Source: an optimization exercise on an open RTL-to-GDS flow (aim: a short achievable clock period and few clock cycles). Production flows keep margins and buffers that such runs may drop. Only simulation tests tie the RTL to the original design; equivalence was not proved. Power is estimated from default activity; no workload was simulated.

==> design.v <==
module mips32_pipeline_cpu #(
   parameter logic [31:0] RESET_PC  = 32'h0000_0000,
   parameter int unsigned REG_COUNT = 32
) (
   input  logic        clk,
   input  logic        reset,
   input  logic [31:0] imem_data,
   input  logic        imem_ready,
   output logic [31:0] imem_addr,
   input  logic [31:0] dmem_rdata,
   output logic        dmem_we,
   output logic [31:0] dmem_addr,
   output logic [31:0] dmem_wdata,
   output logic [31:0] cycle_count
);
   localparam logic [5:0] OP_R = 6'h00, OP_J = 6'h02, OP_JAL = 6'h03, OP_BEQ = 6'h04,
                          OP_BNE = 6'h05, OP_ADDI = 6'h08, OP_ADDIU = 6'h09, OP_SLTI = 6'h0A,
                          OP_SLTIU = 6'h0B, OP_ANDI = 6'h0C, OP_ORI = 6'h0D, OP_XORI = 6'h0E,
                          OP_LUI = 6'h0F, OP_LW = 6'h23, OP_SW = 6'h2B;
   typedef enum logic [3:0] {
      ALU_ADD, ALU_SUB, ALU_AND, ALU_OR, ALU_XOR, ALU_NOR, ALU_SLT,
      ALU_SLTU, ALU_SLL, ALU_SRL, ALU_SRA, ALU_LUI, ALU_PC4
   } alu_op_e;
   typedef struct packed {
      logic        valid;
      logic [31:0] instr;
      logic [31:0] pc4;
   } ifid_t;
   typedef struct packed {
      logic        valid;
      alu_op_e     op;
      logic        use_imm, reg_write, mem_read, mem_write, is_beq, is_bne;
      logic [4:0]  rs, rt, dest, shamt;
      logic [31:0] rs_val, rt_val, imm, pc4;
   } idex_t;
   typedef struct packed {
      logic        valid, reg_write, mem_read, mem_write;
      logic [4:0]  rt, dest;
      logic [31:0] result, store;
   } exmem_t;
   typedef struct packed {
      logic        valid, reg_write;
      logic [4:0]  dest;
      logic [31:0] wdata;
   } memwb_t;
   logic [31:0] pc_q, pc_d;
   ifid_t       ifid_q, ifid_d;
   idex_t       idex_q, idex_d;
   exmem_t      exmem_q, exmem_d;
   memwb_t      memwb_q, memwb_d;
   logic [31:0] regs_q [REG_COUNT];
   logic [31:0] cyc_q;
   logic        wb_we, jump, load_use, uses_rs, uses_rt, branch_taken;
   logic [5:0]  opc, fn;
   logic [4:0]  rs, rt;
   logic [31:0] rf_rs, rf_rt, fwd_rs, fwd_rt, alu_b, alu, br_target, j_target, pc4_if;
   assign wb_we = memwb_q.valid && memwb_q.reg_write && (memwb_q.dest != 5'd0);
   assign opc   = ifid_q.instr[31:26];
   assign fn    = ifid_q.instr[5:0];
   assign rs    = ifid_q.instr[25:21];
   assign rt    = ifid_q.instr[20:16];
   always_comb begin
      rf_rs = (rs == 5'd0) ? '0 : (wb_we && memwb_q.dest == rs) ? memwb_q.wdata : regs_q[rs];
      rf_rt = (rt == 5'd0) ? '0 : (wb_we && memwb_q.dest == rt) ? memwb_q.wdata : regs_q[rt];
   end
   always_comb begin
      idex_d          = '0;
      idex_d.valid    = ifid_q.valid;
      idex_d.op       = ALU_ADD;
      idex_d.rs       = rs;
      idex_d.rt       = rt;
      idex_d.shamt    = ifid_q.instr[10:6];
      idex_d.rs_val   = rf_rs;
      idex_d.rt_val   = rf_rt;
      idex_d.imm      = {{16{ifid_q.instr[15]}}, ifid_q.instr[15:0]};
      idex_d.pc4      = ifid_q.pc4;
      uses_rs         = 1'b1;
      uses_rt         = 1'b0;
      jump            = 1'b0;
      case (opc)
         OP_R: begin
            uses_rt          = 1'b1;
            idex_d.reg_write = 1'b1;
            idex_d.dest      = ifid_q.instr[15:11];
            case (fn)
               6'h00: begin idex_d.op = ALU_SLL; uses_rs = 1'b0; end
               6'h02: begin idex_d.op = ALU_SRL; uses_rs = 1'b0; end
               6'h03: begin idex_d.op = ALU_SRA; uses_rs = 1'b0; end
               6'h20, 6'h21: idex_d.op = ALU_ADD;
               6'h22, 6'h23: idex_d.op = ALU_SUB;
               6'h24: idex_d.op = ALU_AND;
               6'h25: idex_d.op = ALU_OR;
               6'h26: idex_d.op = ALU_XOR;
               6'h27: idex_d.op = ALU_NOR;
               6'h2A: idex_d.op = ALU_SLT;
               6'h2B: idex_d.op = ALU_SLTU;
               default: begin idex_d.reg_write = 1'b0; uses_rs = 1'b0; uses_rt = 1'b0; end
            endcase
         end
         OP_J:   begin jump = 1'b1; uses_rs = 1'b0; end
         OP_JAL: begin
            jump = 1'b1; uses_rs = 1'b0;
            idex_d.reg_write = 1'b1; idex_d.dest = 5'd31; idex_d.op = ALU_PC4;
         end
         OP_BEQ: begin idex_d.is_beq = 1'b1; uses_rt = 1'b1; end
         OP_BNE: begin idex_d.is_bne = 1'b1; uses_rt = 1'b1; end
         OP_ADDI, OP_ADDIU, OP_SLTI, OP_SLTIU, OP_ANDI, OP_ORI, OP_XORI, OP_LUI, OP_LW: begin
            idex_d.use_imm = 1'b1; idex_d.reg_write = 1'b1; idex_d.dest = rt;
            if (opc == OP_SLTI)  idex_d.op = ALU_SLT;
            if (opc == OP_SLTIU) idex_d.op = ALU_SLTU;
            if (opc == OP_ANDI)  idex_d.op = ALU_AND;
            if (opc == OP_ORI)   idex_d.op = ALU_OR;
            if (opc == OP_XORI)  idex_d.op = ALU_XOR;
            if (opc == OP_LUI)   begin idex_d.op = ALU_LUI; uses_rs = 1'b0; end
            if (opc == OP_LW)    idex_d.mem_read = 1'b1;
            if (opc == OP_ANDI || opc == OP_ORI || opc == OP_XORI)
               idex_d.imm = {16'h0000, ifid_q.instr[15:0]};
         end
         OP_SW:   begin idex_d.use_imm = 1'b1; idex_d.mem_write = 1'b1; end
         default: uses_rs = 1'b0;
      endcase
      jump     = jump && ifid_q.valid;
      load_use = ifid_q.valid && idex_q.valid && idex_q.mem_read && (idex_q.dest != 5'd0) &&
                 ((uses_rs && idex_q.dest == rs) || (uses_rt && idex_q.dest == rt));
      if (!ifid_q.valid || load_use || branch_taken) idex_d = '0;
   end
   always_comb begin
      fwd_rs = idex_q.rs_val;
      fwd_rt = idex_q.rt_val;
      if (idex_q.rs != 5'd0 && exmem_q.valid && exmem_q.reg_write && !exmem_q.mem_read &&
          exmem_q.dest == idex_q.rs)                     fwd_rs = exmem_q.result;
      else if (wb_we && memwb_q.dest == idex_q.rs)       fwd_rs = memwb_q.wdata;
      if (idex_q.rt != 5'd0 && exmem_q.valid && exmem_q.reg_write && !exmem_q.mem_read &&
          exmem_q.dest == idex_q.rt)                     fwd_rt = exmem_q.result;
      else if (wb_we && memwb_q.dest == idex_q.rt)       fwd_rt = memwb_q.wdata;
   end
   always_comb begin
      alu_b = idex_q.use_imm ? idex_q.imm : fwd_rt;
      alu   = '0;
      case (idex_q.op)
         ALU_ADD:  alu = fwd_rs + alu_b;
         ALU_SUB:  alu = fwd_rs - alu_b;
         ALU_AND:  alu = fwd_rs & alu_b;
         ALU_OR:   alu = fwd_rs | alu_b;
         ALU_XOR:  alu = fwd_rs ^ alu_b;
         ALU_NOR:  alu = ~(fwd_rs | alu_b);
         ALU_SLT:  alu = {31'b0, $signed(fwd_rs) < $signed(alu_b)};
         ALU_SLTU: alu = {31'b0, fwd_rs < alu_b};
         ALU_SLL:  alu = fwd_rt << idex_q.shamt;
         ALU_SRL:  alu = fwd_rt >> idex_q.shamt;
         ALU_SRA:  alu = $unsigned($signed(fwd_rt) >>> idex_q.shamt);
         ALU_LUI:  alu = {idex_q.imm[15:0], 16'h0000};
         ALU_PC4:  alu = idex_q.pc4;
         default:  alu = '0;
      endcase
      branch_taken = idex_q.valid && ((idex_q.is_beq && fwd_rs == fwd_rt) ||
                                      (idex_q.is_bne && fwd_rs != fwd_rt));
      br_target    = idex_q.pc4 + {idex_q.imm[29:0], 2'b00};
      exmem_d.valid     = idex_q.valid;
      exmem_d.reg_write = idex_q.reg_write;
      exmem_d.mem_read  = idex_q.mem_read;
      exmem_d.mem_write = idex_q.mem_write;
      exmem_d.rt        = idex_q.rt;
      exmem_d.dest      = idex_q.dest;
      exmem_d.result    = alu;
      exmem_d.store     = fwd_rt;
   end
   assign dmem_wdata = (wb_we && memwb_q.dest == exmem_q.rt) ? memwb_q.wdata : exmem_q.store;
   assign dmem_addr  = exmem_q.result;
   assign dmem_we    = exmem_q.valid && exmem_q.mem_write;
   assign memwb_d.valid     = exmem_q.valid;
   assign memwb_d.reg_write = exmem_q.reg_write;
   assign memwb_d.dest      = exmem_q.dest;
   assign memwb_d.wdata     = exmem_q.mem_read ? dmem_rdata : exmem_q.result;
   assign pc4_if   = pc_q + 32'd4;
   assign j_target = {ifid_q.pc4[31:28], ifid_q.instr[25:0], 2'b00};
   always_comb begin
      pc_d   = pc_q;
      ifid_d = ifid_q;
      if (branch_taken) begin
         pc_d   = br_target;
         ifid_d = '0;
      end else if (load_use) begin
         pc_d   = pc_q;
      end else if (jump) begin
         pc_d   = j_target;
         ifid_d = '0;
      end else if (!imem_ready) begin
         ifid_d = '0;
      end else begin
         pc_d   = pc4_if;
         ifid_d.valid = 1'b1;
         ifid_d.instr = imem_data;
         ifid_d.pc4   = pc4_if;
      end
   end
   always_ff @(posedge clk or posedge reset) begin
      if (reset) begin
         pc_q     <= RESET_PC;
         ifid_q   <= '0;
         idex_q   <= '0;
         exmem_q  <= '0;
         memwb_q  <= '0;
         cyc_q    <= '0;
         for (int unsigned i = 0; i < REG_COUNT; i++) regs_q[i] <= '0;
      end else begin
         pc_q     <= pc_d;
         ifid_q   <= ifid_d;
         idex_q   <= idex_d;
         exmem_q  <= exmem_d;
         memwb_q  <= memwb_d;
         cyc_q    <= cyc_q + 32'd1;
         if (wb_we) regs_q[memwb_q.dest] <= memwb_q.wdata;
      end
   end
   assign imem_addr   = pc_q;
   assign cycle_count = cyc_q;
endmodule
==> run.sh <==
#!/bin/bash
# synth_recipe.tcl (not shown) runs the flow's synth.tcl, then flattens the netlist and writes it again
# the make line also repeats each setting of config.mk as NAME=value (left out here)
make -C /OpenROAD-flow-scripts/flow DESIGN_CONFIG=/design/flow/config.mk WORK_HOME=/design/flow/orfs CLKGATE_MAP_FILE= SYNTH_SCRIPT=/design/flow/synth_recipe.tcl finish
==> config.mk <==
export PLATFORM = sky130hd
export DESIGN_NAME = mips32_pipeline_cpu
export DESIGN_NICKNAME = mips32_pipeline_cpu
export VERILOG_FILES = /design/flow/design.v
export SDC_FILE = /design/flow/constraint.sdc
export NUM_CORES = 4
export LEC_CHECK = 0
export CAP_MARGIN = 20
export CORE_MARGIN = 2
export CORE_UTILIZATION = 40
export SLEW_MARGIN = 20
==> constraint.sdc <==
create_clock -name core_clock -period 8.0 [get_ports {clk}]
set_input_delay 1.6000 -clock core_clock [delete_from_list [all_inputs] [get_ports {clk}]]
set_output_delay 1.6000 -clock core_clock [all_outputs]
set_load 0.01 [all_outputs]
==> impl_metrics.py <==
metrics = {
    "synthesis": {
        "netlist_area_sq_um": 77140,
        "yosys_most_used_dff": "dfrtp_1",
        "synth-warning-count": 2,
        "syn-num-nets": 7412,
        "synthArstFlopShare_pct": 100.0,
        "synth_cells": 7201,
        "seq_area_frac_synth_pct": 44.67,
        "syn_area_per_cell_sq_um": 10.71,
        "ys_seq_elements": 1377,
        "synth-edff-count": 0,
        "ys_types": 80,
    },
    "timing": {
        "setup_tns_ns": 0,
        "finClkSkew_ns": 0.04377,
        "finalSetupViolations": 0,
        "whs_ns": 0.3481,
        "setup_ws_ns": 0.6390,
        "timing.fmax_mhz": 135.9,
        "relSlewSlack_pct": 16.71,
        "rsz0062_at_grt": "false",
        "fin_crit_ns": 7.361,
        "min_period_over_period_pct": 92.01,
        "finalMaxSlewViolations": 0,
        "tightest_slew_ns": 1.240,
        "hold_viol_final": 0,
    },
    "pwr": {
        "p_leak_nw": 39.13,
        "p_per_area_nw_per_um2": 213.1,
        "vdd_ir_drop_max_v": 0.0001752,
        "power_frac_seq_pct": 42.6,
        "pwr-share-clk_pct": 39.8,
        "swShare_pct": 31.94,
        "p_int_w": 0.01269,
        "switching_power_w": 0.005956,
        "combPwrFrac_pct": 17.6,
    },
    "clocking": {
        "cts_tree": "built",
        "cts_setup_buffers": 0,
        "clock_latency_ns": 0.84,
        "cts.sink_count": 1377,
        "postCtsHoldBufs": 0,
        "htreeDepth": 4,
        "clk_pin_slew_worst_paths_ns": 0.06,
        "numCtsBuffers": 155,
        "cts_resized": 0,
        "clk_path_buf_depth": 3,
        "root_buffer": "clkbuf_16",
    },
    "cells_and_area": {
        "drive_gt1_share_pct": 24.39,
        "final_nets": 7313,
        "final_common_cell": "dfrtp_1",
        "synthToLayoutAreaGrowth_pct": 13.41,
        "layout_common_cells": "1370 x dfrtp_1, 1084 x mux2_2, 376 x a22oi_1",
    },
    "drt": {
        "drt-initial-drc-count": 12720,
        "met3_length_mm": 48.42,
        "vias_per_cell": 7.135,
        "vias": 69650,
        "highest_layer": "met5",
        "ant_nets": 0,
        "wl_per_cell_microns": 37.92,
        "drt-pass1-iter-count": 20,
        "wirelength_mm": 370.2,
        "drc": 0,
        "drt-met1-wl_mm": 133.2,
        "wl_met2_mm": 155.4,
    },
    "min_path": {
        "min_path_cells": 0,
        "hp-class": "reg2reg",
    },
    "worst_setup_path": {
        "worst_setup_path_start_kind": "register",
        "cp.arrival_ns": 8.06,
        "cp_top_family": "compound AO/OA/AOI/OAI gates",
        "cp.required_ns": 8.70,
        "reg2reg_depth": 21,
        "crit_top_cell": "a21oi_1",
        "critPathBufInv": 4,
        "cp_slowest_stage_delay_ns": 0.90,
        "cp.depth": 21,
        "crit_chain": "or3_4, o311ai_4, nor3_2, buf_4, mux2i_1, a21oi_1, mux2_2, inv_1, ha_1, inv_1, nor2_1, a2111o_1, a21oi_1, o21ai_0, buf_4, a311oi_1, o41ai_1, o41ai_1, a2bb2oi_1, a21oi_1, or3_1",
        "crit_path_top_delay_cell": "nor3_2",
        "cp-end-kind": "register",
        "crit_fanout": 17,
        "timing_worst_setup_path_type": "reg2reg",
    },
    "global_routing": {
        "antenna_found_initial": 13,
        "grt_usage_pct": 36.46,
        "grt_pass1_wl_mm": 515.6,
        "gr-total-overflow": 0,
        "grt_max_degree": 187,
        "grt_pass1_vias": 66950,
    },
    "floorplan": {
        "rows": 161,
        "initial_core_util_pct": 40.14,
        "die_h_microns": 443.2,
        "io_pins": 196,
        "dieArea_sq_um": 196400,
        "coreArea_sq_um": 192200,
        "fp.dieW_microns": 443.2,
    },
    "placed_design": {
        "port_buffers": 195,
        "dp_slack_ns": 0.9426,
        "place_hpwl_mm": 224.5,
        "gp_congestion": 1.012,
    },
    "run_status": {
        "status": "complete, no violations",
    },
    "run": {
        "max-cap-violations": 0,
    },
}
logic make-up after synthesis:
logic type	after synthesis	synth area share, %
AO/OA/AOI/OAI	1930	18.75
AND/OR/NAND/NOR	1454	9.185
flip-flops	1377	44.67
multiplexers	1261	18.50
buffers and inverters	847	4.399
XOR/XNOR	188	2.134
adder cells (fa/ha/maj)	144	2.365
worst paths after layout:
check                                      startpoint                        end  slack [ns]
worst max-delay path            memwb_q[33]$_DFF_PP0_      exmem_q[61]$_DFF_PP0_        0.64
worst min-delay path            idex_q[152]$_DFF_PP0_      exmem_q[76]$_DFF_PP0_        0.35
worst max register to register  memwb_q[33]$_DFF_PP0_      exmem_q[61]$_DFF_PP0_        0.64
worst min register to register  idex_q[152]$_DFF_PP0_      exmem_q[76]$_DFF_PP0_        0.35
max in group asynchronous                       reset  regs_q[22][4]$_DFFE_PP0P_        4.91
min in group asynchronous                       reset      exmem_q[20]$_DFF_PP0_        1.54
registers in the layout, summed over array words and instances (netlist names):
register and flops:
pc_q 32, exmem_q 78, idex_q 139, memwb_q 39
ifid_q 65, regs_q 992, cyc_q 32
area by class of cell:
| cell class | count | area (sq um) |
|---|---|---|
| fill | 17880 | 104700 |
| multi-input combinational | 4977 | 40090 |
| sequential | 1377 | 34470 |
| clock buffer | 213 | 4410 |
| timing repair buffer | 446 | 3985 |
| tap | 2526 | 3161 |
| clock inverter | 59 | 783.3 |
| inverter | 145 | 548.0 |
| antenna | 19 | 47.55 |
Yosys cell counts (20+ instances only):
cell type,instances,area [sq um]
a21o_1,61,457.9
nor3_1,191,955.9
buf_2,32,160.2
xnor2_1,124,1086
o21ai_0,192,960.9
nor2b_1,20,125.1
a22o_1,296,2592
o221ai_1,38,332.8
nand2b_1,31,193.9
a21oi_1,283,1416
dfrtp_1,1377,34460
nor2_1,388,1456
clkbuf_1,561,2106
mux4_2,22,495.5
nor4_1,41,256.5
a222oi_1,75,750.7
nand4_1,191,1195
inv_1,144,540.5
buf_1,65,244.0
buf_4,40,300.3
mux2i_1,150,1501
and3_1,35,219.0
xor2_1,64,560.5
ha_1,141,1764
a221o_1,50,500.5
o211ai_1,27,202.7
o22ai_1,35,219.0
a211oi_1,27,202.7
and2_1,81,506.7
mux2_2,1084,12210
a22oi_1,376,2823
o21bai_1,25,187.7
nand3_1,110,550.5
nand2_1,298,1119
o21a_1,38,285.3
a221oi_1,307,2689
layer usage:
layer | track usage (%) | up-vias
met2 | 52.93 | 5979
li1 | - | 27090
met1 | 44.59 | 34800
met3 | 13.09 | 1760
met4 | 26.52 | 16
met5 | 0 | -
power groups by stage:
| stage | clock network, W | registers, W | logic (W) |
|---|---|---|---|
| floorplan | 0 | 0.00770 | 0.00202 |
| global placement | 0 | 0.00804 | 0.00312 |
| detailed placement | 0 | 0.00803 | 0.00315 |
| CTS | 0.00743 | 0.00792 | 0.00317 |
| global route | 0.00773 | 0.00796 | 0.00345 |
| finish | 0.00742 | 0.00794 | 0.00328 |
per-stage QoR:
stage / utilization (%) / total power [W] / std cells / area, sq um
floorplan: - / 0.009720 / 7201 / 77150
global placement: 42.76 / 0.01116 / 9469 / 82180
detailed placement: 42.76 / 0.01118 / 9469 / 82180
CTS: 45.47 / 0.01851 / 9741 / 87380
global route: 45.50 / 0.01913 / 9745 / 87450
finish: 45.53 / 0.01865 / 9762 / 87490
worst reg2reg max path, cell delays in order, from the launching register on:
cell and delay [ns]:
dfrtp_1 0.76, or3_4 0.27, o311ai_4 0.18, nor3_2 0.90
buf_4 0.41, mux2i_1 0.21, a21oi_1 0.71, mux2_2 0.35
inv_1 0.07, ha_1 0.24, inv_1 0.10, nor2_1 0.05
a2111o_1 0.41, a21oi_1 0.43, o21ai_0 0.15, buf_4 0.19
a311oi_1 0.56, o41ai_1 0.23, o41ai_1 0.41, a2bb2oi_1 0.22
a21oi_1 0.09, or3_1 0.32
Testbench counts, summed over its fixed seeds: cycles 1,139,297.

what the ideal ports hide:
No port has a modelled driver above. Below, the same layout with a new extraction and two added sets of constraints.
Step 1 sets driving cells, clkbuf_16 on the clock port and buf_2 on the other inputs (assumed; they add their load-dependent delay and slew).
Step 2 adds t to the input delays and takes it off the output delays; t is the mean of the earliest and latest rising clock arrival at the registers after step 1. Input paths then give back, and output paths get back, about the clock's delay inside the block.
Three values: ideal, step 1, step 2; two values: the first two.
t (ns): 0.905
slack for setup (ns): 0.639 / 0.639 / 0.639
worst register clock-pin slew, ns: 0.07 / 0.07
After both steps this run still meets setup and hold. For this run, drivers alone change the setup slack by 0.000 ns; drivers and shift together by 0.000 ns.
